This design comes from an exercise in tuning for a short achievable clock period and few clock cycles per item on the open sky130 flow, not from production work. Function was checked by simulation only, so behaviour that the tests miss may differ from the original. Power is estimated from default activity; no workload was simulated.

--- design/flow/config.mk ---
export PLATFORM = sky130hd
export DESIGN_NAME = cpu_top
export DESIGN_NICKNAME = cpu_top
export VERILOG_FILES = /design/flow/design.v
export SDC_FILE = /design/flow/constraint.sdc
export NUM_CORES = 4
export LEC_CHECK = 0
export CAP_MARGIN = 20
export CORE_MARGIN = 2
export CORE_UTILIZATION = 50
export GPL_TIMING_DRIVEN = 1
export SETUP_SLACK_MARGIN = 3.5
export SLEW_MARGIN = 20
--- design/flow/constraint.sdc ---
create_clock -name core_clock -period 6.0 [get_ports {clk}]
set_input_delay 1.2000 -clock core_clock [delete_from_list [all_inputs] [get_ports {clk}]]
set_output_delay 1.2000 -clock core_clock [all_outputs]
set_load 0.01 [all_outputs]
--- design/flow/design.v ---
`timescale 1ns/10ps
package isa_pkg;
    localparam int INSTR_W = 18;
    localparam int OPCODE_MSB = 17;
    localparam int OPCODE_LSB = 14;
    localparam int R1_LSB = 10;
    localparam int R2_LSB = 6;
    localparam int R3_LSB = 2;
    localparam int IMM_W = 6;          
    localparam int JUMP_TGT_LSB = 4;   
    typedef enum logic [OPCODE_MSB-OPCODE_LSB:0] {
        OP_ADD     = 4'b0000,
        OP_ADDI    = 4'b0001,
        OP_NOR     = 4'b0010,
        OP_CMP     = 4'b0011,
        OP_AND     = 4'b0100,
        OP_ANDI    = 4'b0101,
        OP_NAND    = 4'b0110,
        OP_ILLEGAL = 4'b0111,   
        OP_LD      = 4'b1000,
        OP_ST      = 4'b1001,
        OP_JE      = 4'b1010,   
        OP_JA      = 4'b1011,   
        OP_JB      = 4'b1100,   
        OP_JAE     = 4'b1101,   
        OP_JBE     = 4'b1110,   
        OP_JUMP    = 4'b1111    
    } opcode_e;
endpackage
`timescale 1ns/10ps
package core_pkg;
    localparam int WORD_W = 18;
    localparam int ADDR_W = 10;       
    localparam int REG_ADDR_W = 4;
    localparam int NUM_REGS = 16;
    typedef enum logic [3:0] {
        S_INIT   = 4'd0,
        S_FETCH  = 4'd1,
        S_DECODE = 4'd2,
        S_ALU    = 4'd3,
        S_CMP    = 4'd4,
        S_LD     = 4'd5,
        S_ST     = 4'd6,
        S_JUMP   = 4'd7,
        S_WRITE  = 4'd8
    } state_e;
    typedef enum logic [1:0] {
        ALU_ADD  = 2'b00,
        ALU_NOR  = 2'b01,
        ALU_AND  = 2'b10,
        ALU_NAND = 2'b11
    } alu_op_e;
endpackage
`timescale 1ns/10ps
module cpu_top (
    input  logic        clk,
    input  logic        reset,
    output logic [9:0]  instr_addr,
    input  logic [17:0] instr_data,
    output logic [9:0]  mem_addr,
    output logic [17:0] mem_wdata,
    output logic        mem_we,
    output logic        mem_re,
    input  logic [17:0] mem_rdata
);
    localparam int PD_LD   = 0;
    localparam int PD_ST   = 1;
    localparam int PD_CMP  = 2;
    localparam int PD_BR   = 3;    
    localparam int PD_JMP  = 4;    
    localparam int PD_WR   = 5;    
    localparam int PD_IMM  = 6;
    localparam int PD_ADD  = 7;    
    localparam int PD_NOR  = 8;
    localparam int PD_AND  = 9;    
    localparam int PD_NAND = 10;
    localparam int PD_CM   = 11;   
    localparam int PD_RX   = 15;   
    localparam int PD_RY   = 19;   
    localparam int PD_W    = 23;
    function automatic logic [PD_W-1:0] predecode(input logic [17:0] w);
        logic [PD_W-1:0] p;
        logic [3:0] op;
        logic       cmp, st;
        op = w[17:14];
        cmp = (op == 4'b0011);
        st  = (op == 4'b1001);
        p = '0;
        p[PD_LD]   = (op == 4'b1000);
        p[PD_ST]   = st;
        p[PD_CMP]  = cmp;
        p[PD_BR]   = op[3] && (op[3:1] != 3'b100);
        p[PD_JMP]  = (op == 4'b1111);
        p[PD_WR]   = (op == 4'b0000) || (op == 4'b0001) || (op == 4'b0010) ||
                     (op == 4'b0100) || (op == 4'b0101) || (op == 4'b0110) ||
                     (op == 4'b1000);
        p[PD_IMM]  = (op == 4'b0001) || (op == 4'b0101);
        p[PD_ADD]  = (op == 4'b0000) || (op == 4'b0001);
        p[PD_NOR]  = (op == 4'b0010);
        p[PD_AND]  = (op == 4'b0100) || (op == 4'b0101);
        p[PD_NAND] = (op == 4'b0110);
        case (op)
            4'b1010: p[PD_CM +: 4] = 4'b0100;   
            4'b1011: p[PD_CM +: 4] = 4'b0001;   
            4'b1100: p[PD_CM +: 4] = 4'b0010;   
            4'b1101: p[PD_CM +: 4] = 4'b0101;   
            4'b1110: p[PD_CM +: 4] = 4'b1110;   
            4'b1111: p[PD_CM +: 4] = 4'b1111;   
            default: p[PD_CM +: 4] = 4'b0000;
        endcase
        p[PD_RX +: 4] = (cmp || st) ? w[13:10] : w[9:6];
        p[PD_RY +: 4] = cmp ? w[9:6] : w[5:2];
        predecode = p;
    endfunction
    function automatic logic reads_x(input logic [17:0] w, input logic [3:0] r);
        logic [3:0] op;
        logic       m1, m2;
        op = w[17:14];
        m1 = (w[13:10] == r);
        m2 = (w[9:6] == r);
        reads_x = ((op == 4'b0011) || (op == 4'b1001)) ? m1 :
                  ((op[3] == 1'b0) && (op != 4'b0111)) ? m2 : 1'b0;
    endfunction
    function automatic logic reads_y(input logic [17:0] w, input logic [3:0] r);
        logic [3:0] op;
        logic       m2, m3;
        op = w[17:14];
        m2 = (w[9:6] == r);
        m3 = (w[5:2] == r);
        reads_y = (op == 4'b0011) ? m2 :
                  ((op[3] == 1'b0) && (op[0] == 1'b0)) ? m3 : 1'b0;
    endfunction
    function automatic logic [17:0] ks_add(input logic [17:0] a, input logic [17:0] b);
        logic [17:0] p, g, gg, pp, gn, pn;
        p = a ^ b;
        g = a & b;
        gg = g;
        pp = p;
        for (int l = 0; l < 5; l++) begin
            for (int i = 0; i < 18; i++) begin
                if (i >= (1 << l)) begin
                    gn[i] = gg[i] | (pp[i] & gg[i - (1 << l)]);
                    pn[i] = pp[i] & pp[i - (1 << l)];
                end else begin
                    gn[i] = gg[i];
                    pn[i] = pp[i];
                end
            end
            gg = gn;
            pp = pn;
        end
        ks_add = p ^ {gg[16:0], 1'b0};
    endfunction
    function automatic logic tree_lt(input logic [17:0] a, input logic [17:0] b);
        logic [17:0] lt, eq, ltn, eqn;
        lt = ~a & b;
        eq = ~(a ^ b);
        for (int l = 0; l < 5; l++) begin
            for (int i = 0; i < 18; i++) begin
                if (i >= (1 << l)) begin
                    ltn[i] = lt[i] | (eq[i] & lt[i - (1 << l)]);
                    eqn[i] = eq[i] & eq[i - (1 << l)];
                end else begin
                    ltn[i] = lt[i];
                    eqn[i] = eq[i];
                end
            end
            lt = ltn;
            eq = eqn;
        end
        tree_lt = lt[17];
    endfunction
    logic [PD_W-1:0] pd_in;
    assign pd_in = predecode(instr_data);
    logic [9:0]  ia_q;        
    logic [9:0]  seqa_q;      
    logic [9:0]  pcI_q;       
    logic        vI_q;
    logic        selB_q;      
    logic        bhtp_q;      
    logic        hit_q;       
    logic [9:0]  tgtH_q;      
    logic [9:0]  redir_q;     
    logic [9:0]  redir1_q;    
    logic [1:0]  bht [32];
    logic        btb_v [8];
    logic        btb_j [8];       
    logic [6:0]  btb_tag [8];     
    logic [9:0]  btb_tgt [8];
    logic        lp_conf [8];
    logic [2:0]  lp_trip [8];
    logic [2:0]  lp_cnt [8];
    logic [7:0]  lp_exit;         
    logic [17:0] ir_q;
    logic [PD_W-1:0] pd_q;
    logic [9:0]  pcD_q;
    logic        vD_q;
    logic        predD_q;     
    logic        bpD_q;       
    logic        bpbD_q;      
    logic [3:0]  mtD_q;       
    logic        sxl_q, sxw_q;
    logic        syl_q, syw_q, simm_q;
    logic        stall_q;     
    logic [15:0] ohx_q, ohy_q;
    logic        vE_q;
    logic [17:0] opX_q, opY_q;
    logic        e_add_q, e_nor_q, e_and_q, e_ld_q, e_st_q, e_cmp_q, e_wr_q;
    logic [3:0]  e_rd_q;
    logic        mis_q;       
    logic        e_br_q;      
    logic        e_jmp_q;     
    logic        e_back_q;    
    logic [3:0]  e_cm_q;      
    logic [9:0]  e_pc_q;
    logic [9:0]  e_tgt_q;
    logic        z_q, c_q;
    logic [17:0] sum_q;       
    logic [17:0] lres_q;      
    logic        w_add_q;
    logic [17:0] res_w;
    logic        dirS_q;      
    logic        useq_q;      
    logic        w_wr_q;
    logic [3:0]  w_rd_q;
    logic        mem_we_q, mem_re_q;
    logic [9:0]  mem_addr_q;
    logic [17:0] wd_q;        
    logic [17:0] rf [16];
    assign instr_addr = ia_q;
    logic [17:0] sum, lres;
    logic        eq, lt;
    assign sum  = ks_add(opX_q, opY_q);
    assign lres = e_ld_q  ? mem_rdata :
                  e_nor_q ? ~(opX_q | opY_q) :
                  e_and_q ? (opX_q & opY_q) : ~(opX_q & opY_q);
    assign res_w = w_add_q ? sum_q : lres_q;
    assign eq   = ~|(opX_q ^ opY_q);
    assign lt   = tree_lt(opX_q, opY_q);
    logic z_n, c_n;
    assign z_n = (vE_q && e_cmp_q) ? eq : z_q;
    assign c_n = (vE_q && e_cmp_q) ? lt : c_q;
    logic bpbad;
    assign bpbad = vI_q && selB_q && !(pd_in[PD_BR] && instr_data[13:4] == ia_q);
    logic e_tk, e_cbr, e_tbr;
    assign e_tk  = e_cm_q[{z_q, c_q}];
    assign e_cbr = vE_q && e_br_q && !e_jmp_q;
    assign e_tbr = vE_q && e_br_q && e_tk;
    logic mis, dred, stall, dbad;
    assign mis   = mis_q;
    assign dred  = vD_q && predD_q && !bpD_q && !mis;
    assign dbad  = vD_q && bpbD_q && !mis;
    assign stall = stall_q;
    logic taken_n;
    assign taken_n = pd_q[PD_CM + {z_n, c_n}];
    logic vE_n, vD_n;
    assign vE_n = vD_q && !mis && !stall && !dbad;
    assign vD_n = stall ? vD_q : (vI_q && !mis && !dred && !dbad);
    logic mis_f, mis_n;
    assign mis_f = (vE_q && e_cmp_q) ? (eq ? mtD_q[2] : (lt ? mtD_q[1] : mtD_q[0])) :
                                       mtD_q[{z_q, c_q}];
    assign mis_n = vE_n && mis_f;
    logic [PD_W-1:0] pd_n;
    logic [17:0]     ir_n;
    assign ir_n = stall ? ir_q : instr_data;
    assign pd_n = stall ? pd_q : pd_in;
    logic bht_pred;
    assign bht_pred = bhtp_q;
    logic pred_in;
    assign pred_in = pd_in[PD_JMP] || (pd_in[PD_BR] && bht_pred);
    logic stall_n;
    assign stall_n = !stall && !bpbad && vD_n && vE_n &&
                     ((pd_in[PD_LD] && pd_q[PD_ST]) ||
                      (pd_q[PD_ADD] && (reads_x(instr_data, ir_q[13:10]) ||
                                        reads_y(instr_data, ir_q[13:10]))));
    logic dsel_n;
    assign dsel_n = !stall && vD_n && pred_in && !selB_q;
    logic [2:0] bix;
    logic       hitL;
    assign bix  = seqa_q[2:0];
    assign hitL = btb_v[bix] && btb_tag[bix] == seqa_q[9:3] &&
                  (btb_j[bix] || (lp_conf[bix] ? !lp_exit[bix] : bht[seqa_q[4:0]][1]));
    always_comb begin
        for (int i = 0; i < 8; i++) lp_exit[i] = lp_conf[i] && (lp_cnt[i] == lp_trip[i]);
    end
    logic       lpk, dirS;
    assign lpk  = btb_v[bix] && btb_tag[bix] == seqa_q[9:3] && lp_conf[bix];
    assign dirS = lpk ? !lp_exit[bix] : bht[seqa_q[4:0]][1];
    logic [9:0] redir_n, fa_b, fa_n, sq_b, sq_n;
    logic       useq_n;
    assign redir_n = predD_q ? pcD_q + 10'd1 : ir_q[13:4];
    always_comb begin
        if (mis)          fa_b = redir_q;
        else if (dbad)    fa_b = pcD_q;
        else if (hit_q)   fa_b = tgtH_q;
        else              fa_b = seqa_q;
        if (mis)          sq_b = redir1_q;
        else if (dbad)    sq_b = pcD_q + 10'd1;
        else              sq_b = (hit_q ? tgtH_q : seqa_q) + 10'd1;
        if (dsel_n)       fa_n = instr_data[13:4];
        else if (stall_n) fa_n = ia_q;
        else              fa_n = fa_b;
        if (dsel_n)       sq_n = instr_data[13:4] + 10'd1;
        else if (stall_n) sq_n = seqa_q;
        else              sq_n = sq_b;
    end
    assign useq_n = !mis && !dbad && !dsel_n && !stall_n && !hit_q;
    logic [17:0] opX_n, opY_n;
    always_comb begin
        opX_n = ({18{sxl_q}} & lres) | ({18{sxw_q}} & res_w);
        opY_n = ({18{syl_q}} & lres) | ({18{syw_q}} & res_w) |
                ({18{simm_q}} & {12'd0, ir_q[5:0]});
        for (int i = 0; i < 16; i++) begin
            opX_n = opX_n | ({18{ohx_q[i]}} & rf[i]);
            opY_n = opY_n | ({18{ohy_q[i]}} & rf[i]);
        end
    end
    logic e_wr_n;
    assign e_wr_n = vE_n && pd_q[PD_WR];
    logic fxe_n, fye_n, fxw_n, fyw_n;
    assign fxe_n = e_wr_n && reads_x(ir_n, ir_q[13:10]);
    assign fye_n = e_wr_n && reads_y(ir_n, ir_q[13:10]);
    assign fxw_n = e_wr_q && reads_x(ir_n, e_rd_q);
    assign fyw_n = e_wr_q && reads_y(ir_n, e_rd_q);
    always_ff @(posedge clk or posedge reset) begin
        if (reset) begin
            ia_q     <= '0;
            seqa_q   <= 10'd1;
            pcI_q    <= '0;
            vI_q     <= 1'b0;
            selB_q   <= 1'b0;
            bhtp_q   <= 1'b0;
            hit_q    <= 1'b0;
            tgtH_q   <= '0;
            redir_q  <= '0;
            redir1_q <= 10'd1;
            ir_q     <= '0;
            pd_q     <= '0;
            pcD_q    <= '0;
            vD_q     <= 1'b0;
            predD_q  <= 1'b0;
            mtD_q    <= '0;
            bpD_q    <= 1'b0;
            bpbD_q   <= 1'b0;
            sxl_q    <= 1'b0;
            sxw_q    <= 1'b0;
            stall_q  <= 1'b0;
            syl_q    <= 1'b0;
            syw_q    <= 1'b0;
            simm_q   <= 1'b0;
            ohx_q    <= '0;
            ohy_q    <= '0;
            vE_q     <= 1'b0;
            opX_q    <= '0;
            opY_q    <= '0;
            e_add_q  <= 1'b0;
            e_nor_q  <= 1'b0;
            e_and_q  <= 1'b0;
            e_ld_q   <= 1'b0;
            e_st_q   <= 1'b0;
            e_cmp_q  <= 1'b0;
            e_wr_q   <= 1'b0;
            e_rd_q   <= '0;
            mis_q    <= 1'b0;
            e_br_q   <= 1'b0;
            e_back_q <= 1'b0;
            e_jmp_q  <= 1'b0;
            e_cm_q   <= '0;
            e_pc_q   <= '0;
            e_tgt_q  <= '0;
            z_q      <= 1'b0;
            c_q      <= 1'b0;
            sum_q    <= '0;
            lres_q   <= '0;
            w_add_q  <= 1'b0;
            dirS_q   <= 1'b0;
            useq_q   <= 1'b0;
            w_wr_q   <= 1'b0;
            w_rd_q   <= '0;
            mem_we_q <= 1'b0;
            mem_re_q <= 1'b0;
            mem_addr_q <= '0;
            wd_q       <= '0;
        end else begin
            ia_q   <= fa_n;
            seqa_q <= sq_n;
            pcI_q  <= ia_q;
            bhtp_q <= useq_q ? dirS_q : bht[ia_q[4:0]][1];
            dirS_q <= dirS;
            useq_q <= useq_n;
            vI_q   <= stall ? vI_q : (!mis && !dbad);
            selB_q <= !mis && !dbad && !dsel_n && !stall_n && hit_q;
            hit_q  <= useq_n && hitL;
            tgtH_q <= btb_tgt[bix];
            redir_q <= redir_n;
            redir1_q <= redir_n + 10'd1;
            if (!stall) begin
                ir_q    <= instr_data;
                pd_q    <= pd_in;
                pcD_q   <= pcI_q;
                predD_q <= pred_in || selB_q;
                bpD_q   <= selB_q;
                bpbD_q  <= bpbad;
                mtD_q   <= {4{pd_in[PD_BR]}} & (pd_in[PD_CM +: 4] ^ {4{pred_in || selB_q}});
            end
            vD_q  <= vD_n;
            sxl_q  <= fxe_n;
            sxw_q  <= fxw_n && !fxe_n;
            syl_q  <= fye_n;
            syw_q  <= fyw_n && !fye_n;
            stall_q <= stall_n;
            simm_q <= pd_n[PD_IMM];
            for (int i = 0; i < 16; i++) begin
                ohx_q[i] <= (pd_n[PD_RX +: 4] == 4'(i)) && !fxe_n && !fxw_n;
                ohy_q[i] <= (pd_n[PD_RY +: 4] == 4'(i)) && !fye_n && !fyw_n && !pd_n[PD_IMM];
            end
            vE_q    <= vE_n;
            opX_q   <= opX_n;
            opY_q   <= opY_n;
            e_add_q <= pd_q[PD_ADD];
            e_nor_q <= pd_q[PD_NOR];
            e_and_q <= pd_q[PD_AND];
            e_ld_q  <= pd_q[PD_LD];
            e_st_q  <= pd_q[PD_ST];
            e_cmp_q <= pd_q[PD_CMP];
            e_wr_q  <= e_wr_n;
            e_rd_q  <= ir_q[13:10];
            mis_q   <= mis_n;
            e_br_q  <= pd_q[PD_BR];
            e_back_q <= ir_q[13:4] <= pcD_q;
            e_jmp_q <= pd_q[PD_JMP];
            e_cm_q  <= pd_q[PD_CM +: 4];
            e_pc_q  <= pcD_q;
            e_tgt_q <= ir_q[13:4];
            z_q     <= z_n;
            c_q     <= c_n;
            sum_q  <= sum;
            lres_q <= lres;
            w_add_q <= e_add_q;
            w_wr_q <= e_wr_q;
            w_rd_q <= e_rd_q;
            mem_we_q   <= vE_n && pd_q[PD_ST];
            mem_re_q   <= vD_n && pd_n[PD_LD] && !mis_n && !stall_n && !(bpbad && !stall);
            mem_addr_q <= ((vE_n && pd_q[PD_ST]) || stall) ? ir_q[9:0] : instr_data[9:0];
            if (pd_q[PD_ST]) wd_q <= opX_n;
        end
    end
    always_ff @(posedge clk or posedge reset) begin
        if (reset) begin
            for (int i = 0; i < 32; i++) bht[i] <= 2'b10;
        end else begin
            for (int i = 0; i < 32; i++) begin
                if (e_cbr && e_pc_q[4:0] == 5'(i)) begin
                    if (e_tk) bht[i] <= {bht[i][1] | bht[i][0], bht[i][1] | ~bht[i][0]};
                    else        bht[i] <= {bht[i][1] & bht[i][0], bht[i][1] & ~bht[i][0]};
                end
            end
        end
    end
    always_ff @(posedge clk or posedge reset) begin
        if (reset) begin
            for (int i = 0; i < 8; i++) begin
                btb_v[i]   <= 1'b0;
                btb_j[i]   <= 1'b0;
                btb_tag[i] <= '0;
                btb_tgt[i] <= '0;
                lp_conf[i] <= 1'b0;
                lp_trip[i] <= '0;
                lp_cnt[i]  <= '0;
            end
        end else begin
            for (int i = 0; i < 8; i++) begin
                if (e_pc_q[2:0] == 3'(i)) begin
                    if (e_tbr) begin
                        btb_v[i]   <= 1'b1;
                        btb_j[i]   <= e_jmp_q;
                        btb_tag[i] <= e_pc_q[9:3];
                        btb_tgt[i] <= e_tgt_q;
                    end
                    if (btb_v[i] && btb_tag[i] == e_pc_q[9:3]) begin
                        if (e_cbr && e_back_q) begin
                            if (e_tk) begin
                                if (lp_cnt[i] == 3'd7) lp_conf[i] <= 1'b0;
                                else lp_cnt[i] <= lp_cnt[i] + 3'd1;
                            end else begin
                                lp_trip[i] <= lp_cnt[i];
                                lp_cnt[i]  <= '0;
                                lp_conf[i] <= (lp_cnt[i] != 3'd7);
                            end
                        end
                    end else if (e_tbr) begin
                        lp_conf[i] <= 1'b0;
                        lp_trip[i] <= '0;
                        lp_cnt[i]  <= 3'd1;
                    end
                end
                if (dbad && !(e_tbr && e_pc_q[2:0] == 3'(i)) && pcD_q[2:0] == 3'(i)) begin
                    btb_v[i] <= 1'b0;
                end
            end
        end
    end
    always_ff @(posedge clk or posedge reset) begin
        if (reset) begin
            for (int i = 0; i < 16; i++) rf[i] <= '0;
        end else if (w_wr_q) begin
            rf[w_rd_q] <= res_w;
        end
    end
    assign mem_we    = mem_we_q;
    assign mem_re    = mem_re_q;
    assign mem_addr  = mem_addr_q;
    assign mem_wdata = wd_q;
endmodule
--- design/flow/run.sh ---
#!/bin/bash
# synth_recipe.tcl (not shown) runs the flow's synth.tcl, then flattens the netlist and writes it again
# the make line also repeats each setting of config.mk as NAME=value (left out here)
make -C /OpenROAD-flow-scripts/flow DESIGN_CONFIG=/design/flow/config.mk WORK_HOME=/design/flow/orfs CLKGATE_MAP_FILE= SYNTH_SCRIPT=/design/flow/synth_recipe.tcl finish
==> results of run 1 <==
## routing by layer
layer	GRT usage (%)	vias to the layer above	share of wire (%)
met4	20.1	2	7.1
met2	52.9	1599	46
met3	6.07	470	8.2
met1	43.1	16900	39
met5	0.277	-	0.0054
li1	-	15100	-
## kinds of logic (layout without fill, tap and decap cells)
| kind of cell | after synthesis | in the layout |
|---|---|---|
| buf+inv | 423 | 579 |
| mux | 335 | 335 |
| compound gates | 1167 | 1167 |
| fa+ha+maj | 90 | 90 |
| simple gates | 1063 | 1063 |
| xor+xnor | 192 | 192 |
| other cells | 0 | 1 |
| flops | 866 | 866 |
## final timing paths
kind / end / from
max: hit_q$_DFF_PP0_ / seqa_q[0]$_DFFE_PP1P_
min: w_add_q$_DFF_PP0_ / e_add_q$_DFF_PP0_
max reg2reg: hit_q$_DFF_PP0_ / seqa_q[0]$_DFFE_PP1P_
min reg2reg: w_add_q$_DFF_PP0_ / e_add_q$_DFF_PP0_
max in group asynchronous: e_pc_q[8]$_DFF_PP0_ / reset
min in group asynchronous: rf[2][10]$_DFFE_PP0P_ / reset
## power by group
part / switching [mW] / internal [mW]
clock network: 2.51 / 3.47
registers: 2.00 / 7.82
logic: 4.92 / 3.63
total: 9.43 / 14.9
## flip-flops by register name (all words and copies together) (netlist names), 16 cells and up
signal   cells
sum_q       18
ohy_q       16
lres_q      18
opX_q       18
opY_q       18
pd_q        22
rf         288
bht         64
ir_q        18
lp_cnt      24
lp_trip     24
btb_tgt     80
btb_tag     56
ohx_q       16
wd_q        18
## worst max-delay path: stages, from the launching register on
cell and delay, ps:
dfstp_4 710, buf_6 160, buf_6 120, mux2i_4 270
o21ai_2 80, a221oi_2 290, mux2i_1 220, nand4_1 140
buf_4 170, nor3_4 260, o311a_1 210
## per-stage QoR
| stage | util (%) | instances | area, µm² | total power, mW | hold slack, ps |
|---|---|---|---|---|---|
| CTS | 58.1 | 5395 | 49400 | 23.8 | 353 |
| detailed placement | 52.9 | 5159 | 45000 | 17.1 | 335 |
| global placement | 52.9 | 5159 | 45000 | 16.9 | 333 |
| floorplan | - | 4136 | 43200 | 14.3 | 331 |
| finish | 59.2 | 5437 | 50300 | 24.4 | 353 |
| global route | 59.2 | 5436 | 50300 | 25.5 | 364 |
## final cells by class
cell class	count	share of cell area, %
repair inverters	1	0.00995
clock inverters	40	0.913
repair buffers	277	5.35
flip-flops and latches	866	43.3
multi-input cells	2847	41.2
inverters	127	0.970
well taps	1144	2.85
clock buffers	134	5.40
diodes	1	0.00498
## Yosys cell counts (28+ instances only)
cell | count | area (µm²)
a211o_1 | 30 | 263
a21oi_1 | 342 | 1710
a221oi_1 | 96 | 841
a22o_1 | 128 | 1120
a22oi_1 | 129 | 968
buf_1 | 30 | 113
buf_2 | 59 | 295
clkbuf_1 | 196 | 736
dfrtp_1 | 832 | 20800
dfstp_2 | 34 | 893
ha_1 | 89 | 1110
inv_1 | 126 | 473
mux2_2 | 221 | 2490
mux2i_1 | 98 | 981
nand2_1 | 295 | 1110
nand2b_1 | 28 | 175
nand3_1 | 62 | 310
nand4_1 | 73 | 457
nor2_1 | 402 | 1510
nor3_1 | 63 | 315
o21ai_0 | 223 | 1120
xnor2_1 | 120 | 1050
xor2_1 | 72 | 631
## layout by cell type (no fill, tap or decap), types with 21 or more instances in the layout
cell type        instances
a211o_1                 30
a211oi_1                22
a21oi_1                337
a221oi_1                89
a22o_1                 128
a22oi_1                127
buf_2                   21
buf_4                  152
buf_6                   29
clkbuf_16               97
clkdlybuf4s50_1         21
dfrtp_1                800
dfrtp_2                 24
dfstp_2                 33
ha_1                    72
inv_1                  118
mux2_2                 214
mux2i_1                 72
nand2_1                289
nand2b_1                25
nand3_1                 60
nand4_1                 73
nor2_1                 382
nor3_1                  43
o21ai_0                211
xnor2_1                113
xor2_1                  69
## timing repair
item                                    4_1_cts  5_1_grt
pin swaps                                    20       40
gates resized for setup                     358      159
endpoints found under the setup margin      355      343
gates cloned                                  4        3
buffers inserted                             58       36
==> flow_metrics.py, run 1 <==
metrics = {
    "global_routing": {
        "grt_pass1_vias": 33500,
        "grt_pass1_wl_um": 218000,
        "antenna_found_initial": 1,
        "grt_usage_pct": 33.5,
        "grt_max_degree": 180,
        "grt_overflow": 0,
    },
    "synthesis": {
        "synth.yosys.seq_area_share_pct": 50.7,
        "synth.area.mux_share_pct": 8.94,
        "synth_area_um2": 42800,
        "ys_ff_latch": 866,
        "synth_cell_types": 89,
        "synthesis.nets": 4264,
        "synthSimpleGateAreaFrac_pct": 11.4,
        "yosys_warnings": 10,
        "synth_top_family_by_area": "compound AO/OA/AOI/OAI gates",
        "synth_compound_area_share_pct": 18.4,
        "synth_flop_cell": "dfrtp_1",
        "avgSynthCellArea_um2": 10.3,
        "synth_xor_area_share_pct": 3.93,
        "async_reset_ff_share_pct": 100,
        "synth_edf_count": 0,
        "synthAdderAreaFrac_pct": 2.65,
        "synthCells": 4136,
    },
    "floorplanning": {
        "die_height_um": 297,
        "start_util_pct": 50.4,
        "die_area_um2": 88000,
        "rows": 107,
        "dieWidth_um": 297,
        "io_pins": 78,
        "core_area_um2": 85000,
    },
    "pwr": {
        "p_leak_nw": 21.8,
        "power_density_nw_per_um2": 484,
        "ir_worst_vdd_mv": 0.340,
    },
    "layout": {
        "layout-drive-gt1-share_pct": 21.7,
        "multiInputGateArea_um2": 20700,
        "area_growth_pct": 17.5,
        "regArea_um2": 21800,
        "fill_cells": 7150,
        "fin_nets": 4342,
    },
    "sta": {
        "finalSetupViolCount": 0,
        "period_share_pct": 45.0,
        "slew_headroom_pct": 19.9,
        "grt_setup_unrepaired": "yes",
        "hold_viol": 0,
        "postLayoutSetupSlackWorst_ps": 3300,
        "clock_skew_ps": 17.6,
        "fin_crit_ps": 2700,
        "report.final.slew_viol_count": 0,
        "fmax_ghz": 0.370,
        "tns_ps": 0,
        "worst_pin_slew_ps": 1200,
    },
    "worst_setup_path": {
        "rrSetupSlack_ps": 3300,
        "crit_type": "reg2reg",
        "crit_path_end_kind": "register",
        "startpoint_type": "register",
        "critPathMaxFanout": 6,
        "r2r_cells": 10,
        "cp_data_arrival_time_ps": 3310,
        "cp_data_required_time_ps": 6610,
    },
    "run": {
        "drv_cap": 0,
    },
    "route": {
        "vias": 34100,
        "detail_route.wl_per_cell_um": 27.2,
        "wirelength_um": 148000,
        "drtPass1Iterations": 6,
        "drc_errors": 0,
        "drt_iter0_drc": 3637,
        "ant_nets": 0,
        "vias_per_cell": 6.28,
    },
    "clock_tree": {
        "cts_max_path_buffers": 3,
        "cts_hold_buffers": 0,
        "tritoncts": "done",
        "insertion_delay_ps": 680,
        "cts_num_sinks": 866,
        "cts_buffers": 94,
        "htree_levels": 3,
        "ctsRootBufferMaster": "clkbuf_16",
        "clkTransAtPathRegs_ps": 60,
    },
    "placement": {
        "gp_congestion": 0.897,
        "dpl_worst_slack_ps": 1440,
        "numPortBuffers": 77,
        "place_hpwl_um": 90400,
    },
    "hold_path": {
        "min_path_type": "reg2reg",
        "hold_depth": 0,
    },
    "outcome": {
        "status": "timing/DRC/antenna clean",
    },
}
Testbench counts, summed over its fixed seeds: cycles 93,623, instrs 84,944.
==> run 2: changes to the inputs <==
--- a/design/flow/design.v
+++ b/design/flow/design.v
@@ -176,2 +176,3 @@
     logic [9:0]  seqa_q;      
+    logic [9:0]  seqa_r;      
     logic [9:0]  pcI_q;       
@@ -184,3 +185,5 @@
     logic [9:0]  redir1_q;    
+    logic [9:0]  redir1_r;    
     logic [1:0]  bht [32];
+    logic [1:0]  bht_r [32];      
     logic        btb_v [8];
@@ -279,2 +282,7 @@
     logic       hitL;
+    assign seqa_q   = seqa_r ^ 10'd1;
+    always_comb begin
+        for (int i = 0; i < 32; i++) bht[i] = bht_r[i] ^ 2'b10;
+    end
+    assign redir1_q = redir1_r ^ 10'd1;
     assign bix  = seqa_q[2:0];
@@ -327,3 +335,3 @@
             ia_q     <= '0;
-            seqa_q   <= 10'd1;
+            seqa_r   <= '0;
             pcI_q    <= '0;
@@ -335,3 +343,3 @@
             redir_q  <= '0;
-            redir1_q <= 10'd1;
+            redir1_r <= '0;
             ir_q     <= '0;
@@ -385,3 +393,3 @@
             ia_q   <= fa_n;
-            seqa_q <= sq_n;
+            seqa_r <= sq_n ^ 10'd1;
             pcI_q  <= ia_q;
@@ -395,3 +403,3 @@
             redir_q <= redir_n;
-            redir1_q <= redir_n + 10'd1;
+            redir1_r <= (redir_n + 10'd1) ^ 10'd1;
             if (!stall) begin
@@ -449,3 +457,3 @@
         if (reset) begin
-            for (int i = 0; i < 32; i++) bht[i] <= 2'b10;
+            for (int i = 0; i < 32; i++) bht_r[i] <= 2'b00;   
         end else begin
@@ -453,4 +461,4 @@
                 if (e_cbr && e_pc_q[4:0] == 5'(i)) begin
-                    if (e_tk) bht[i] <= {bht[i][1] | bht[i][0], bht[i][1] | ~bht[i][0]};
-                    else        bht[i] <= {bht[i][1] & bht[i][0], bht[i][1] & ~bht[i][0]};
+                    if (e_tk) bht_r[i] <= {~(bht[i][1] | bht[i][0]), bht[i][1] | ~bht[i][0]};
+                    else      bht_r[i] <= {~(bht[i][1] & bht[i][0]), bht[i][1] & ~bht[i][0]};
                 end
==> flow_metrics.py, run 2 <==
metrics = {
    "outcome": {
        "status": "timing/DRC/antenna clean",
    },
    "synthesis": {
        "synthTopCellsByCount": "dfrtp_1 (865), nor2_1 (362), nand2_1 (347)",
        "async_reset_ff_share_pct": 100,
        "synth.yosys.seq_area_share_pct": 50.8,
        "synth_flop_cell": "dfrtp_1",
        "yosysTopAreaCellShare_pct": 50.8,
        "synth_area_um2": 42600,
        "ys_ff_latch": 865,
        "synthesis.nets": 4256,
        "synth_edf_count": 0,
        "synthCells": 4128,
        "ys_top_cells_by_area": "dfrtp_1 (51%), mux2_2 (6.0%), o21ai_0 (3.7%)",
        "yosysMostFrequentCell": "dfrtp_1",
        "yosysTopAreaCell": "dfrtp_1",
        "yosys_warnings": 11,
        "synth_cell_types": 83,
        "avgSynthCellArea_um2": 10.3,
    },
    "global_routing": {
        "grt_pass1_vias": 32700,
        "grt_max_degree": 150,
        "grt_usage_pct": 32.5,
        "antenna_found_initial": 1,
        "grt_overflow": 0,
        "grt_pass1_wl_um": 212000,
    },
    "clock_tree": {
        "ctsRootBufferMaster": "clkbuf_16",
        "cts_buffers": 95,
        "clkTransAtPathRegs_ps": 60,
        "htree_levels": 3,
        "cts_num_sinks": 865,
        "cts_max_path_buffers": 3,
        "cts_hold_buffers": 0,
        "insertion_delay_ps": 690,
        "tritoncts": "done",
    },
    "placement": {
        "numPortBuffers": 77,
        "dpl_worst_slack_ps": 1510,
        "place_hpwl_um": 87500,
        "gp_congestion": 0.887,
    },
    "sta": {
        "finalSetupViolCount": 0,
        "clock_skew_ps": 30.7,
        "fin_crit_ps": 2560,
        "hold_viol": 0,
        "report.final.slew_viol_count": 0,
        "postLayoutSetupSlackWorst_ps": 3440,
        "worst_pin_slew_ps": 1160,
        "slew_headroom_pct": 22.4,
        "fmax_ghz": 0.391,
        "fin_hold_ws_ps": 353,
        "grt_setup_unrepaired": "yes",
        "period_share_pct": 42.6,
    },
    "pwr": {
        "p_leak_nw": 21.9,
        "power_density_nw_per_um2": 494,
        "ir_worst_vdd_mv": 0.330,
    },
    "layout": {
        "top_register": "rf",
        "final_cell_mix": "dfrtp_1 (834), nor2_1 (340), nand2_1 (338)",
        "largest_register_ffs": 288,
        "layout-drive-gt1-share_pct": 20.7,
        "reg_top3": "rf x288, btb_tgt x80, bht_r x64",
        "layout_commonest_cell": "dfrtp_1",
        "fill_cells": 7347,
        "area_growth_pct": 17.0,
        "fin_nets": 4338,
    },
    "route": {
        "drc_errors": 0,
        "detail_route.wl_per_cell_um": 26.6,
        "vias_per_cell": 6.23,
        "ant_nets": 0,
        "drtPass1Iterations": 6,
        "drt_iter0_drc": 3427,
        "vias": 33800,
        "wirelength_um": 144000,
    },
    "floorplanning": {
        "die_area_um2": 87600,
        "rows": 107,
        "io_pins": 78,
        "start_util_pct": 50.2,
        "dieWidth_um": 296,
        "core_area_um2": 84900,
        "die_height_um": 296,
    },
    "worst_setup_path": {
        "critPathMaxFanout": 2,
        "crit_type": "reg2out",
        "cp_data_required_time_ps": 4800,
        "crit_path_end_kind": "output port",
        "cp_data_arrival_time_ps": 1360,
        "startpoint_type": "register",
    },
    "run": {
        "drv_cap": 0,
    },
    "hold_path": {
        "min_path_type": "reg2reg",
    },
}
## run 2: changes by cell type after synthesis, sizes merged, moves of 20 or more
cell,previous run,this run
nor2,404,364
o221a,20,0
nand2,302,355
xnor2,120,98
o21ai,226,320
a21oi,342,315
dfstp,34,0
dfrtp,832,865
xor2,72,95
mux2i,99,76
inv,126,102
## run 2: critical path, cell delays in order (launching register included)
cell and delay, ps:
dfrtp_2 420, buf_12 140, buf_6 110
## run 2: cell type report
cell class / count / area (µm²) / share of cell area, %
inverters: 102 / 390 / 0.783
clock buffers: 139 / 2820 / 5.66
repair buffers: 283 / 2780 / 5.58
repair inverters: 1 / 5.00 / 0.0100
clock inverters: 26 / 350 / 0.702
diodes: 1 / 2.50 / 0.00502
multi-input cells: 2862 / 20400 / 40.9
well taps: 1144 / 1430 / 2.87
flip-flops and latches: 865 / 21700 / 43.5
## run 2: path summary, 6_finish.rpt
kind	from	to	slack, ps	depth (start not counted)
min in group asynchronous	reset	rf[6][17]$_DFFE_PP0P_	1110	2
worst min-delay path	e_add_q$_DFF_PP0_	w_add_q$_DFF_PP0_	350	0
worst max register to register	ia_q[3]$_DFFE_PP0P_	ia_q[0]$_DFFE_PP0P_	3470	9
max in group asynchronous	reset	btb_tgt[4][7]$_DFFE_PP0P_	3950	4
worst min register to register	e_add_q$_DFF_PP0_	w_add_q$_DFF_PP0_	350	0
worst max-delay path	ia_q[0]$_DFFE_PP0P_	instr_addr[0]	3440	2
## run 2: cell families (layout without fill, tap and decap cells)
| kind of cell | after synthesis | after routing | synth area share, % |
|---|---|---|---|
| AOI/OAI and AO/OA | 1209 | 1209 | 18.6 |
| xor gates and xnor gates | 193 | 193 | 3.96 |
| other | 0 | 1 | 0 |
| muxes | 329 | 329 | 9.16 |
| adders and majority gates | 90 | 90 | 2.66 |
| DFF | 865 | 865 | 50.8 |
| and+or+nand+nor | 1041 | 1041 | 11.0 |
| buffers and inverters | 401 | 551 | 3.84 |
## run 2: layer usage
layer | global-route usage [%] | routed length (µm) | vias to the layer above
li1 | - | - | 15100
met1 | 42.9 | 57800 | 16800
met2 | 51.5 | 67000 | 1468
met3 | 5.43 | 10500 | 421
met4 | 17.5 | 8930 | 0
met5 | 0.277 | 0 | -
## run 2: metrics by stage
stage / utilization [%] / setup TNS [ps] / std cells / cell area, µm² / total power [mW]
floorplan: - / -6132780 / 4128 / 42900 / 14.6
global placement: 52.6 / 0 / 5139 / 44600 / 17.3
detailed placement: 52.6 / 0 / 5139 / 44600 / 17.4
CTS: 57.4 / 0 / 5362 / 48700 / 23.9
global route: 58.8 / 0 / 5422 / 49900 / 25.8
finish: 58.8 / 0 / 5423 / 49900 / 24.6
## run 2: timing repair
item / 4_1_cts / 5_1_grt
resized for setup: 327 / 164
setup buffers: 53 / 52
gates cloned: 5 / 7
setup endpoints to repair: 413 / 608
pin swaps: 20 / 45
## run 2: power breakdown
group | total (mW) | switching, mW | internal (mW)
sequential | 9.93 | 1.99 | 7.94
combinational | 8.70 | 4.94 | 3.75
clock | 6.00 | 2.49 | 3.51
Testbench counts of run 2, summed over its fixed seeds: cycles 93,623, instrs 84,944.
==> run 3: changes to the inputs <==
--- a/design/flow/design.v
+++ b/design/flow/design.v
@@ -175,2 +175,3 @@
     logic [9:0]  ia_q;        
+    logic [9:0]  fa_q;        
     logic [9:0]  seqa_q;      
@@ -246,3 +247,3 @@
     logic bpbad;
-    assign bpbad = vI_q && selB_q && !(pd_in[PD_BR] && instr_data[13:4] == ia_q);
+    assign bpbad = vI_q && selB_q && !(pd_in[PD_BR] && instr_data[13:4] == fa_q);
     logic e_tk, e_cbr, e_tbr;
@@ -308,3 +309,3 @@
         if (dsel_n)       fa_n = instr_data[13:4];
-        else if (stall_n) fa_n = ia_q;
+        else if (stall_n) fa_n = fa_q;
         else              fa_n = fa_b;
@@ -335,2 +336,3 @@
             ia_q     <= '0;
+            fa_q     <= 10'h200;
             seqa_r   <= '0;
@@ -393,5 +395,6 @@
             ia_q   <= fa_n;
+            fa_q   <= fa_n;
             seqa_r <= sq_n ^ 10'd1;
             pcI_q  <= ia_q;
-            bhtp_q <= useq_q ? dirS_q : bht[ia_q[4:0]][1];
+            bhtp_q <= useq_q ? dirS_q : bht[fa_q[4:0]][1];
             dirS_q <= dirS;
==> flow_metrics.py, run 3 <==
metrics = {
    "clock_tree": {
        "clkTransAtPathRegs_ps": 60,
        "cts_buffers": 96,
        "cts_num_sinks": 866,
        "insertion_delay_ps": 680,
        "cts_max_path_buffers": 3,
        "ctsRootBufferMaster": "clkbuf_16",
        "htree_levels": 3,
        "tritoncts": "done",
    },
    "sta": {
        "period_share_pct": 45.0,
        "finalSetupViolCount": 0,
        "clock_skew_ps": 25.5,
        "grt_setup_unrepaired": "yes",
        "hold_viol": 0,
        "slew_headroom_pct": 13.2,
        "worst_pin_slew_ps": 1300,
        "tns_ps": 0,
        "fin_crit_ps": 2700,
        "report.final.slew_viol_count": 0,
        "fmax_ghz": 0.370,
    },
    "floorplanning": {
        "die_height_um": 296,
        "io_pins": 78,
        "die_area_um2": 87800,
        "core_area_um2": 84900,
        "start_util_pct": 50.3,
        "rows": 107,
        "dieWidth_um": 296,
    },
    "synthesis": {
        "yosys_warnings": 11,
        "ys_top_cells_by_area": "dfrtp_1 (51%), mux2_2 (3.9%), a21oi_1 (3.7%)",
        "async_reset_ff_share_pct": 100,
        "synth.yosys.seq_area_share_pct": 50.7,
        "synthTopCellsByCount": "dfrtp_1 (865), nor2_1 (381), nand2_1 (347)",
        "synth_cell_types": 87,
        "yosysTopAreaCell": "dfrtp_1",
        "synthCells": 4167,
        "synthesis.nets": 4295,
        "synth_edf_count": 0,
        "synth_area_um2": 42700,
        "yosysTopAreaCellShare_pct": 50.7,
        "yosysMostFrequentCell": "dfrtp_1",
        "synth_flop_cell": "dfrtp_1",
        "ys_ff_latch": 866,
        "avgSynthCellArea_um2": 10.2,
    },
    "route": {
        "ant_nets": 0,
        "vias_per_cell": 6.30,
        "drc_errors": 0,
        "detail_route.wl_per_cell_um": 27.7,
        "drtPass1Iterations": 8,
        "drt_iter0_drc": 3580,
        "wirelength_um": 151000,
        "vias": 34400,
    },
    "layout": {
        "layout-drive-gt1-share_pct": 19.1,
        "regArea_um2": 21700,
        "largest_register_ffs": 288,
        "final_cell_mix": "dfrtp_1 (834), nor2_1 (353), nand2_1 (336)",
        "area_growth_pct": 18.2,
        "top_register": "rf",
        "multiInputGateArea_um2": 20600,
        "reg_top3": "rf x288, btb_tgt x80, bht_r x64",
        "layout_commonest_cell": "dfrtp_1",
        "final_area_um2": 50500,
        "fin_nets": 4369,
        "fill_cells": 7273,
    },
    "worst_setup_path": {
        "r2r_cells": 9,
        "startpoint_type": "register",
        "crit_type": "reg2reg",
        "cp_data_arrival_time_ps": 3270,
        "crit_path_end_kind": "register",
        "cp_data_required_time_ps": 6570,
        "critPathMaxFanout": 7,
    },
    "global_routing": {
        "antenna_found_initial": 2,
        "grt_usage_pct": 34.3,
        "grt_overflow": 0,
        "grt_pass1_vias": 33800,
        "grt_max_degree": 143,
        "grt_pass1_wl_um": 222000,
    },
    "placement": {
        "gp_congestion": 0.892,
        "numPortBuffers": 77,
        "placed_cell_area_um2": 44800,
        "place_hpwl_um": 91100,
    },
    "hold_path": {
        "min_path_type": "reg2reg",
        "hold_depth": 0,
    },
    "pwr": {
        "ir_worst_vdd_mv": 0.356,
        "power_density_nw_per_um2": 497,
        "p_leak_nw": 22.0,
    },
    "outcome": {
        "status": "timing/DRC/antenna clean",
    },
    "run": {
        "drv_cap": 0,
    },
}
[run 3: changes by cell type in the layout (fill, tap and decap cells not counted), sizes merged, moves of 7 or more]
cell    delta
buf       +11
bufinv     +8
clkbuf    -15
clkinv    +11
inv        +7
mux2i      +7
mux4       -9
nand2      -8
nand4      +9
nor2      +19
o21ai     -10
xnor2     +26
xor2      -22
[run 3: metrics by stage]
| stage | hold slack, ps | worst slack [ps] | power, mW | cells | util (%) |
|---|---|---|---|---|---|
| 2_1_floorplan | 331 | -7100 | 14.4 | 4167 | - |
| 3_3_place_gp | 360 | 1740 | 17.0 | 5176 | 52.7 |
| 3_5_place_dp | 363 | 1710 | 17.1 | 5178 | 52.8 |
| 4_1_cts | 380 | 3400 | 24.6 | 5429 | 58.5 |
| 5_1_grt | 391 | 3250 | 26.3 | 5466 | 59.4 |
| 6_report | 377 | 3300 | 25.1 | 5468 | 59.5 |
[run 3: where the power goes]
part | total [mW] | internal [mW] | switching [mW]
logic | 8.86 | 3.80 | 5.06
registers | 9.89 | 7.87 | 2.03
clock network | 6.34 | 3.80 | 2.54
[run 3: cells by family (layout without fill, tap and decap cells)]
| group | count (synthesis) | in the layout | share of synthesized area, % |
|---|---|---|---|
| xor gates and xnor gates | 197 | 197 | 4.04 |
| other | 0 | 2 | 0 |
| DFF | 866 | 866 | 50.7 |
| AOI/OAI and AO/OA | 1202 | 1203 | 18.5 |
| adders and majority gates | 90 | 90 | 2.65 |
| muxes | 327 | 327 | 8.85 |
| buffers and inverters | 420 | 574 | 4.05 |
| and+or+nand+nor | 1065 | 1065 | 11.2 |
[run 3: path summary, 6_finish.rpt]
kind	start	end	slack, ps
setup reg to reg	seqa_r[2]$_DFFE_PP0P_	hit_q$_DFF_PP0_	3300
min in group asynchronous	reset	ir_q[12]$_DFF_PP0_	950
hold / removal	pd_q[12]$_DFFE_PP0N_	e_cm_q[1]$_DFF_PP0_	380
max in group asynchronous	reset	opY_q[12]$_DFF_PP0_	3780
setup / recovery	seqa_r[2]$_DFFE_PP0P_	hit_q$_DFF_PP0_	3300
hold reg to reg	pd_q[12]$_DFFE_PP0N_	e_cm_q[1]$_DFF_PP0_	380
[run 3: critical path, stage by stage, from the launching register on]
cell and delay, ps:
dfrtp_2 490, buf_12 180, mux4_2 550, xnor2_2 200
nand4_1 220, o31ai_2 110, nand4_1 180, nor4_4 350
inv_2 110, a2111oi_4 190
[run 3: area by class of cell]
| type | count | share of cell area [%] |
|---|---|---|
| diodes | 2 | 0.00992 |
| clock buffers | 128 | 5.40 |
| clock inverters | 51 | 1.35 |
| inverters | 107 | 0.811 |
| multi-input cells | 2882 | 40.9 |
| flip-flops and latches | 866 | 43.1 |
| well taps | 1144 | 2.84 |
| repair buffers | 288 | 5.67 |
[run 3: timing repair]
item | CTS | global route
pin swaps | 43 | 38
buffers inserted | 66 | 32
hold buffers | 0 | 0
endpoints found under the setup margin | 383 | 430
cloned | 6 | 2
resized for setup | 400 | 124
[run 3: layer usage]
| layer | part of all wire (%) | GRT usage, % |
|---|---|---|
| met1 | 38 | 41.9 |
| met2 | 47 | 55.6 |
| met3 | 7.9 | 7.40 |
| met4 | 7.6 | 21.1 |
| met5 | 0.0086 | 0 |
Testbench counts of run 3, summed over its fixed seeds: cycles 93,623, instrs 84,944.
==> run 4: changes to the inputs <==
--- a/design/flow/config.mk
+++ b/design/flow/config.mk
@@ -11,3 +11,3 @@
 export GPL_TIMING_DRIVEN = 1
-export SETUP_SLACK_MARGIN = 3.5
+export SETUP_SLACK_MARGIN = 3.6
 export SLEW_MARGIN = 20
==> flow_metrics.py, run 4 <==
metrics = {
    "synthesis": {
        "synth_area_um2": 42700,
        "synth_flop_cell": "dfrtp_1",
        "yosys_warnings": 11,
        "yosysMostFrequentCell": "dfrtp_1",
        "synth.yosys.seq_area_share_pct": 50.7,
        "synthCells": 4167,
        "synthTopCellsByCount": "dfrtp_1 (865), nor2_1 (381), nand2_1 (347)",
        "synthesis.nets": 4295,
        "avgSynthCellArea_um2": 10.2,
        "synth_cell_types": 87,
        "async_reset_ff_share_pct": 100,
        "yosysTopAreaCell": "dfrtp_1",
        "synth_edf_count": 0,
        "ys_ff_latch": 866,
        "ys_top_cells_by_area": "dfrtp_1 (51%), mux2_2 (3.9%), a21oi_1 (3.7%)",
        "yosysTopAreaCellShare_pct": 50.7,
    },
    "pwr": {
        "power_density_nw_per_um2": 495,
        "ir_worst_vdd_mv": 0.282,
        "p_leak_nw": 22.4,
    },
    "route": {
        "wirelength_um": 151000,
        "drt_iter0_drc": 3663,
        "drc_errors": 0,
        "vias_per_cell": 6.27,
        "vias": 34600,
        "detail_route.wl_per_cell_um": 27.3,
        "drtPass1Iterations": 8,
        "ant_nets": 0,
    },
    "sta": {
        "worst_pin_slew_ps": 1260,
        "period_share_pct": 44.4,
        "grt_setup_unrepaired": "yes",
        "finalSetupViolCount": 0,
        "fin_hold_ws_ps": 377,
        "fin_crit_ps": 2670,
        "postLayoutSetupSlackWorst_ps": 3330,
        "report.final.slew_viol_count": 0,
        "fmax_ghz": 0.375,
        "hold_viol": 0,
        "clock_skew_ps": 24.0,
        "slew_headroom_pct": 16.0,
    },
    "hold_path": {
        "min_path_type": "reg2reg",
        "min-delay-start": "pd_q[12]$_DFFE_PP0N_",
        "hold_depth": 0,
    },
    "layout": {
        "final_util_pct": 60.2,
        "layout_commonest_cell": "dfrtp_1",
        "final_cell_mix": "dfrtp_1 (834), nor2_1 (350), nand2_1 (329)",
        "layout-drive-gt1-share_pct": 21.1,
        "final_cells": 5520,
        "reg_top3": "rf x288, btb_tgt x80, bht_r x64",
        "largest_register_ffs": 288,
        "area_growth_pct": 19.7,
        "fin_nets": 4424,
        "diodes": 0,
        "top_register": "rf",
        "final_area_um2": 51100,
    },
    "worst_setup_path": {
        "startpoint_type": "register",
        "cp_data_required_time_ps": 6570,
        "crit_path_end_kind": "register",
        "crit_type": "reg2reg",
        "rrSetupSlack_ps": 3330,
        "r2r-start": "seqa_r[2]$_DFFE_PP0P_",
        "cp-startpoint": "seqa_r[2]$_DFFE_PP0P_",
        "critPathMaxFanout": 13,
        "r2r_cells": 9,
        "cp_data_arrival_time_ps": 3240,
    },
    "placement": {
        "gp_congestion": 0.885,
        "place_hpwl_um": 90700,
        "dp.cells": 5176,
        "placed_cell_area_um2": 44700,
        "numPortBuffers": 77,
        "dpl_worst_slack_ps": 1660,
    },
    "floorplanning": {
        "die_height_um": 296,
        "rows": 107,
        "core_area_um2": 84900,
        "die_area_um2": 87800,
        "dieWidth_um": 296,
        "io_pins": 78,
        "start_util_pct": 50.3,
    },
    "clock_tree": {
        "cts_num_sinks": 866,
        "htree_levels": 3,
        "cts_max_path_buffers": 3,
        "ctsRootBufferMaster": "clkbuf_16",
        "insertion_delay_ps": 680,
        "cts_hold_buffers": 0,
        "cts_buffers": 96,
        "clkTransAtPathRegs_ps": 60,
        "tritoncts": "done",
    },
    "global_routing": {
        "grt_overflow": 0,
        "grt_usage_pct": 34.3,
        "grt_pass1_vias": 33800,
        "antenna_found_initial": 1,
        "grt_pass1_wl_um": 222000,
        "grt_max_degree": 173,
    },
    "outcome": {
        "status": "timing/DRC/antenna clean",
    },
    "run": {
        "drv_cap": 0,
    },
}
run 4: cell counts after synthesis:
No cell type changed its count.
run 4: metrics by stage:
step / total power [mW] / TNS (ps)
after floorplan: 14.4 / -6147880
after global routing: 26.5 / 0
final: 25.3 / 0
after detailed placement: 17.1 / 0
after CTS: 24.5 / 0
after global placement: 17.0 / 0
run 4: critical path, cell delays in order, from the launching register on:
cell	delay [ps]
dfrtp_4	560
buf_12	190
nor2b_1	350
nand2_4	240
nor2_1	180
nor2_1	70
mux2_2	300
nor4_4	360
inv_2	110
a2111oi_4	180
run 4: kinds of logic (layout without fill, tap and decap cells):
logic type | count (synthesis) | count (layout) | synth area share, %
multiplexers | 327 | 327 | 8.85
AND/OR/NAND/NOR | 1065 | 1065 | 11.2
buffers and inverters | 420 | 629 | 4.05
adder cells (fa/ha/maj) | 90 | 90 | 2.65
flip-flops | 866 | 866 | 50.7
AO/OA/AOI/OAI | 1202 | 1202 | 18.5
XOR/XNOR | 197 | 197 | 4.04
run 4: layout make-up:
| class | count | area [µm²] |
|---|---|---|
| Clock buffer | 137 | 2790 |
| Sequential cell | 866 | 21700 |
| Tap cell | 1144 | 1430 |
| Multi-Input combinational cell | 2881 | 20800 |
| Timing Repair inverter | 1 | 5.00 |
| Timing Repair Buffer | 343 | 3410 |
| Fill cell | 7074 | 33800 |
| Inverter | 107 | 418 |
| Clock inverter | 41 | 528 |
run 4: final timing paths:
path | to
worst min-delay path | e_cm_q[1]$_DFF_PP0_
max in group asynchronous | pcD_q[2]$_DFFE_PP0N_
worst min register to register | e_cm_q[1]$_DFF_PP0_
worst max-delay path | hit_q$_DFF_PP0_
min in group asynchronous | tgtH_q[9]$_DFF_PP0_
worst max register to register | hit_q$_DFF_PP0_
run 4: layer usage:
metal	GRT usage, %	wire length, µm
met4	20.7	10700
met3	6.48	12000
met5	0	13
met2	54.7	70300
met1	43.5	57900
run 4: report_power, final:
| part | switching [mW] | internal [mW] | leakage, nW |
|---|---|---|---|
| logic | 5.17 | 4.04 | 10.0 |
| clock network | 2.53 | 3.68 | 1.63 |
| registers | 2.01 | 7.87 | 10.8 |
run 4: what timing repair did:
item | CTS | global route
setup buffers | 92 | 63
endpoints found under the setup margin | 405 | 547
gates resized for setup | 465 | 183
pin swaps | 42 | 87
cloned | 4 | 3
==> run 5: changes to the inputs <==
--- a/design/flow/design.v
+++ b/design/flow/design.v
@@ -336,3 +336,3 @@
             ia_q     <= '0;
-            fa_q     <= 10'h200;
+            fa_q     <= 10'h3ff;
             seqa_r   <= '0;
--- a/design/flow/config.mk
+++ b/design/flow/config.mk
@@ -11,3 +11,3 @@
 export GPL_TIMING_DRIVEN = 1
-export SETUP_SLACK_MARGIN = 3.6
+export SETUP_SLACK_MARGIN = 3.5
 export SLEW_MARGIN = 20
==> flow_metrics.py, run 5 <==
metrics = {
    "outcome": {
        "status": "timing/DRC/antenna clean",
    },
    "sta": {
        "clock_skew_ps": 19.5,
        "slew_headroom_pct": 28.7,
        "report.final.slew_viol_count": 0,
        "hold_viol": 0,
        "grt_setup_unrepaired": "yes",
        "worst_pin_slew_ps": 1070,
        "fin_hold_ws_ps": 347,
        "finalSetupViolCount": 0,
        "period_share_pct": 43.9,
        "fmax_ghz": 0.380,
        "tns_ps": 0,
        "fin_crit_ps": 2630,
    },
    "clock_tree": {
        "cts_max_path_buffers": 3,
        "tritoncts": "done",
        "cts_hold_buffers": 0,
        "clkTransAtPathRegs_ps": 60,
        "insertion_delay_ps": 680,
        "ctsRootBufferMaster": "clkbuf_16",
        "htree_levels": 3,
        "cts_buffers": 98,
        "cts_num_sinks": 875,
    },
    "worst_setup_path": {
        "crit_type": "reg2reg",
        "startpoint_type": "register",
        "cp_data_arrival_time_ps": 3200,
        "critPathMaxFanout": 10,
        "cp_data_required_time_ps": 6560,
        "crit_path_end_kind": "register",
    },
    "pwr": {
        "power_frac_clock_pct": 25.0,
        "p_leak_nw": 22.0,
        "p_switching_mw": 9.34,
        "p_comb_share_pct": 33.4,
        "total_power_mw": 24.6,
        "seqPwrFrac_pct": 41.6,
        "ir_worst_vdd_mv": 0.334,
        "p_sw_share_pct": 38.0,
        "intPower_mw": 15.2,
        "power_density_nw_per_um2": 489,
    },
    "synthesis": {
        "synth.yosys.seq_area_share_pct": 51.0,
        "synthAdderAreaFrac_pct": 2.64,
        "synth_cell_types": 91,
        "synthTopCellsByCount": "dfrtp_1 (865), nor2_1 (374), nand2_1 (336)",
        "yosysTopAreaCellShare_pct": 50.4,
        "synth_xor_area_share_pct": 3.89,
        "synthSimpleGateAreaFrac_pct": 10.9,
        "ys_ff_latch": 875,
        "synth_edf_count": 0,
        "synth.area.mux_share_pct": 9.05,
        "avgSynthCellArea_um2": 10.4,
        "yosysMostFrequentCell": "dfrtp_1",
        "synthCells": 4139,
        "ys_top_cells_by_area": "dfrtp_1 (50%), mux2_2 (6.0%), a21oi_1 (3.6%)",
        "synth_compound_area_share_pct": 18.7,
        "synthesis.nets": 4267,
        "yosysTopAreaCell": "dfrtp_1",
        "async_reset_ff_share_pct": 100,
        "yosys_warnings": 11,
        "synth_area_um2": 43000,
        "synth_top_family_by_area": "compound AO/OA/AOI/OAI gates",
        "synth_flop_cell": "dfrtp_1",
    },
    "floorplanning": {
        "rows": 107,
        "die_height_um": 297,
        "io_pins": 78,
        "core_area_um2": 85100,
        "start_util_pct": 50.5,
        "die_area_um2": 88300,
        "dieWidth_um": 297,
    },
    "global_routing": {
        "grt_pass1_wl_um": 215000,
        "grt_overflow": 0,
        "grt_usage_pct": 32.3,
        "antenna_found_initial": 1,
        "grt_pass1_vias": 33400,
        "grt_max_degree": 137,
    },
    "route": {
        "detail_route.wl_per_cell_um": 26.8,
        "vias_per_cell": 6.25,
        "vias": 34100,
        "ant_nets": 0,
        "drc_errors": 0,
        "drtPass1Iterations": 8,
        "wirelength_um": 146000,
        "drt_iter0_drc": 3529,
    },
    "layout": {
        "fin_nets": 4352,
        "final_area_um2": 50200,
        "final_util_pct": 59.0,
        "largest_register_ffs": 288,
        "layout_commonest_cell": "dfrtp_1",
        "top_register": "rf",
        "reg_top3": "rf x288, btb_tgt x80, bht_r x64",
        "final_cell_mix": "dfrtp_1 (843), nor2_1 (347), nand2_1 (331)",
        "layout-drive-gt1-share_pct": 21.0,
        "area_growth_pct": 16.9,
    },
    "placement": {
        "numPortBuffers": 77,
        "placed_cell_area_um2": 45000,
        "gp_congestion": 0.912,
        "place_hpwl_um": 88800,
    },
    "run": {
        "drv_cap": 0,
    },
    "hold_path": {
        "min_path_type": "reg2reg",
    },
}
## run 5: per-layer routing
metal / global-route usage [%] / routed length [µm]
met5: 0 / 0
met3: 5.71 / 11300
met2: 51.2 / 67200
met1: 42.1 / 58200
met4: 17.8 / 9380
## run 5: kinds of logic (layout without fill, tap and decap cells)
logic type | count (synthesis) | in the layout
AOI/OAI and AO/OA | 1218 | 1218
and+or+nand+nor | 1033 | 1033
muxes | 331 | 332
adders and majority gates | 90 | 90
other | 0 | 1
xor gates and xnor gates | 191 | 191
buffers and inverters | 401 | 566
DFF | 875 | 875
## run 5: final cells by class
cell class / instances / area (µm²)
diodes: 1 / 2.50
clock buffers: 141 / 2780
clock inverters: 40 / 492
fillers: 7272 / 34900
inverters: 103 / 398
multi-input cells: 2864 / 20600
flip-flops and latches: 875 / 22000
well taps: 1144 / 1430
repair buffers: 280 / 2530
repair inverters: 2 / 12.5
## run 5: power by group through the flow
stage | registers (mW) | clock network [mW] | logic, mW
5_1_grt | 10.4 | 6.47 | 8.89
2_1_floorplan | 9.32 | 0 | 5.33
6_report | 10.2 | 6.15 | 8.21
3_5_place_dp | 10.2 | 0 | 7.18
4_1_cts | 10.1 | 6.23 | 7.70
3_3_place_gp | 10.2 | 0 | 7.04
## run 5: timing repair
| item | CTS | global route |
|---|---|---|
| pin swaps | 32 | 49 |
| setup buffers | 64 | 34 |
| gates resized for setup | 314 | 140 |
| endpoints found under the setup margin | 377 | 332 |
| endpoints found under the hold margin | 0 | 0 |
| cloned | 6 | 3 |
## run 5: path summary, 6_finish.rpt
check / startpoint / cells past startpoint / to / slack [ps]
setup / recovery: register / 8 / dirS_q$_DFF_PP0_ / 3370
hold / removal: e_add_q$_DFF_PP0_ / 0 / w_add_q$_DFF_PP0_ / 350
setup reg to reg: register / 8 / dirS_q$_DFF_PP0_ / 3370
hold reg to reg: e_add_q$_DFF_PP0_ / 0 / w_add_q$_DFF_PP0_ / 350
max in group asynchronous: reset / 3 / e_pc_q[7]$_DFF_PP0_ / 3700
min in group asynchronous: reset / 2 / w_rd_q[1]$_DFF_PP0_ / 1160
## run 5: worst max-delay path, cell delays in order (launching register included)
cell and delay (ps):
dfrtp_4 580, buf_4 180, bufbuf_16 280, mux4_2 300, mux2i_2 210, xor2_1 180
o211ai_1 150, nor4_2 270, mux2_2 360
## run 5: stage by stage
stage	setup WS (ps)	std cells
detailed placement	1680	5159
CTS	3400	5410
global route	3300	5449
global placement	1660	5158
floorplan	-7220	4139
finish	3370	5450
Testbench counts of run 5, summed over its fixed seeds: cycles 93,623, instrs 84,944.
==> run 6: changes to the inputs <==
--- a/design/flow/design.v
+++ b/design/flow/design.v
@@ -289,10 +289,25 @@
     assign bix  = seqa_q[2:0];
-    assign hitL = btb_v[bix] && btb_tag[bix] == seqa_q[9:3] &&
-                  (btb_j[bix] || (lp_conf[bix] ? !lp_exit[bix] : bht[seqa_q[4:0]][1]));
+    logic [7:0] bsel, bmatch;
+    logic       bdir;
     always_comb begin
-        for (int i = 0; i < 8; i++) lp_exit[i] = lp_conf[i] && (lp_cnt[i] == lp_trip[i]);
+        for (int i = 0; i < 8; i++) begin
+            bsel[i]   = (bix == 3'(i));
+            bmatch[i] = bsel[i] && btb_v[i] && (btb_tag[i] == seqa_q[9:3]);
+        end
+    end
+    assign bdir = bht[seqa_q[4:0]][1];
+    assign hitL = |(bmatch & ({btb_j[7], btb_j[6], btb_j[5], btb_j[4],
+                               btb_j[3], btb_j[2], btb_j[1], btb_j[0]} |
+                              lpdir | ({8{bdir}} & ~lpconf)));
+    logic [7:0] lpconf, lpdir;
+    always_comb begin
+        for (int i = 0; i < 8; i++) begin
+            lp_exit[i] = lp_conf[i] && (lp_cnt[i] == lp_trip[i]);
+            lpconf[i]  = lp_conf[i];
+            lpdir[i]   = lp_conf[i] && !lp_exit[i];
+        end
     end
     logic       lpk, dirS;
-    assign lpk  = btb_v[bix] && btb_tag[bix] == seqa_q[9:3] && lp_conf[bix];
-    assign dirS = lpk ? !lp_exit[bix] : bht[seqa_q[4:0]][1];
+    assign lpk  = |(bmatch & lpconf);
+    assign dirS = lpk ? |(bmatch & lpdir) : bdir;
     logic [9:0] redir_n, fa_b, fa_n, sq_b, sq_n;
==> flow_metrics.py, run 6 <==
metrics = {
    "worst_setup_path": {
        "slowest_stage": "dfrtp_4",
        "crit_end": "hit_q$_DFF_PP0_",
        "crit_path_end_kind": "register",
        "critPathMaxFanout": 6,
        "crit_buf_inv": 4,
        "cp_cell_sequence": "buf_6, buf_12, buf_8, nand2_1, or3_1, nor4_4, nand2_2, a31oi_4, a2111oi_4, buf_4, a311oi_2",
        "crit_type": "reg2reg",
        "cp_data_arrival_time_ps": 3100,
        "r2r_cells": 11,
        "rrSetupSlack_ps": 3460,
    },
    "sta": {
        "tns_ps": 0,
        "fin_crit_ps": 2540,
        "worst_pin_slew_ps": 1140,
        "clock_skew_ps": 20.5,
        "fmax_ghz": 0.394,
        "hold_viol": 0,
        "report.final.slew_viol_count": 0,
        "slew_headroom_pct": 24.0,
    },
    "placement": {
        "placed_cell_area_um2": 45100,
        "numPortBuffers": 77,
        "place_hpwl_um": 89600,
        "dp.cells": 5207,
    },
    "synthesis": {
        "synth_flop_cell": "dfrtp_1",
        "ys_ff_latch": 875,
        "avgSynthCellArea_um2": 10.3,
        "synth_area_um2": 42900,
        "synth_edf_count": 0,
        "yosysMostFrequentCell": "dfrtp_1",
        "async_reset_ff_share_pct": 100,
        "synthTopCellsByCount": "dfrtp_1 (865), nor2_1 (362), nand2_1 (329)",
        "synthCells": 4188,
        "synth_cell_types": 86,
        "yosysTopAreaCell": "dfrtp_1",
        "synth.yosys.seq_area_share_pct": 51.0,
        "yosysTopAreaCellShare_pct": 50.4,
    },
    "route": {
        "drt_iter0_drc": 3416,
        "vias_per_cell": 6.24,
        "drc_errors": 0,
        "detail_route.wl_per_cell_um": 26.4,
        "vias": 34200,
    },
    "layout": {
        "final_cells": 5482,
        "final_area_um2": 50300,
        "largest_register_ffs": 288,
        "fill_cells": 7340,
        "top_register": "rf",
        "reg_top3": "rf x288, btb_tgt x80, bht_r x64",
        "layout-drive-gt1-share_pct": 20.1,
        "layout_commonest_cell": "dfrtp_1",
        "area_growth_pct": 17.1,
    },
    "clock_tree": {
        "ctsRootBufferMaster": "clkbuf_16",
        "insertion_delay_ps": 680,
        "cts_max_path_buffers": 3,
        "htree_levels": 3,
        "cts_num_sinks": 875,
        "cts_buffers": 96,
        "tritoncts": "done",
        "clkTransAtPathRegs_ps": 60,
    },
    "global_routing": {
        "antenna_found_initial": 1,
        "grt_usage_pct": 32.3,
        "grt_pass1_wl_um": 216000,
        "grt_pass1_vias": 33400,
        "grt_max_degree": 137,
    },
    "pwr": {
        "p_leak_nw": 21.8,
        "total_power_mw": 24.6,
        "ir_worst_vdd_mv": 0.286,
    },
    "hold_path": {
        "min_path_type": "reg2reg",
    },
    "run": {
        "drv_cap": 0,
    },
    "floorplanning": {
        "die_height_um": 297,
        "rows": 107,
        "core_area_um2": 85100,
    },
    "outcome": {
        "status": "timing/DRC/antenna clean",
    },
}
run 6: cell types whose count changed after synthesis, moves of 12 or more:
| cell | delta |
|---|---|
| a22oi_1 | -48 |
| xnor2_1 | +33 |
| nor3_1 | +24 |
| xor2_1 | +22 |
| a221oi_1 | +21 |
| a22o_1 | +20 |
| nand3_1 | +19 |
| mux4_2 | -16 |
| a211oi_1 | -15 |
| a31oi_1 | +13 |
| nor2_1 | -12 |
run 6: kinds of logic (layout without fill, tap and decap cells):
group,count (synthesis),count (layout),share of synthesized area [%]
AO/OA/AOI/OAI,1208,1208,18.5
XOR/XNOR,246,246,5.02
adder cells (fa/ha/maj),90,90,2.64
buffers and inverters,416,564,3.94
flip-flops,875,875,51.0
multiplexers,296,296,7.67
other,0,1,0
AND/OR/NAND/NOR,1057,1058,11.2
run 6: cell type report:
class	count	area (µm²)	area share, %
antenna	1	2.50	0.00498
sequential	875	22000	43.7
clock inverter	35	457	0.908
timing repair buffer	278	2660	5.29
inverter	114	442	0.879
clock buffer	136	2830	5.62
multi-input combinational	2898	20500	40.7
tap	1144	1430	2.85
timing repair inverter	1	5.00	0.00996
run 6: per-stage QoR:
step / setup slack (ps) / util, %
CTS: 3410 / 58.2
global route: 3390 / 59.0
global placement: 1660 / 53.0
detailed placement: 1620 / 53.0
finish: 3460 / 59.0
floorplan: -7220 / -
run 6: worst register-to-register path, delay by kind of cell, from the launching register on:
| family | cells | cell delay [ps] |
|---|---|---|
| buf+inv | 4 | 540 |
| flops | 1 | 440 |
| simple gates | 4 | 880 |
| compound gates | 3 | 580 |
run 6: repair_timing:
action / CTS / global route
pin swaps: 36 / 46
endpoints found under the setup margin: 324 / 400
setup buffers: 54 / 39
hold buffers: 0 / 0
resized for setup: 348 / 119
gates cloned: 4 / 3
run 6: worst min path at each step:
stage | endpoint | slack (ps) | depth (start not counted) | start
floorplan | w_add_q$_DFF_PP0_ | 330 | 0 | e_add_q$_DFF_PP0_
finish | w_add_q$_DFF_PP0_ | 350 | 0 | e_add_q$_DFF_PP0_
CTS | w_add_q$_DFF_PP0_ | 350 | 0 | e_add_q$_DFF_PP0_
global placement | w_add_q$_DFF_PP0_ | 340 | 0 | e_add_q$_DFF_PP0_
global route | w_add_q$_DFF_PP0_ | 370 | 0 | e_add_q$_DFF_PP0_
detailed placement | w_add_q$_DFF_PP0_ | 340 | 0 | e_add_q$_DFF_PP0_
run 6: routing by layer:
layer  GRT usage (%)  vias to the layer above  share of wire (%)
li1                -                    15300                  -
met1            42.2                    17000                 40
met2            52.3                     1513                 47
met3            5.08                      456                7.1
met4            16.4                        0                5.9
met5               0                        -                  0
run 6: power by group:
part	switching, mW	internal (mW)	total (mW)
clock	2.48	3.70	6.18
combinational	4.70	3.53	8.23
sequential	2.18	8.02	10.2
total	9.36	15.3	24.6
Testbench counts of run 6, summed over its fixed seeds: cycles 93,623, instrs 84,944.
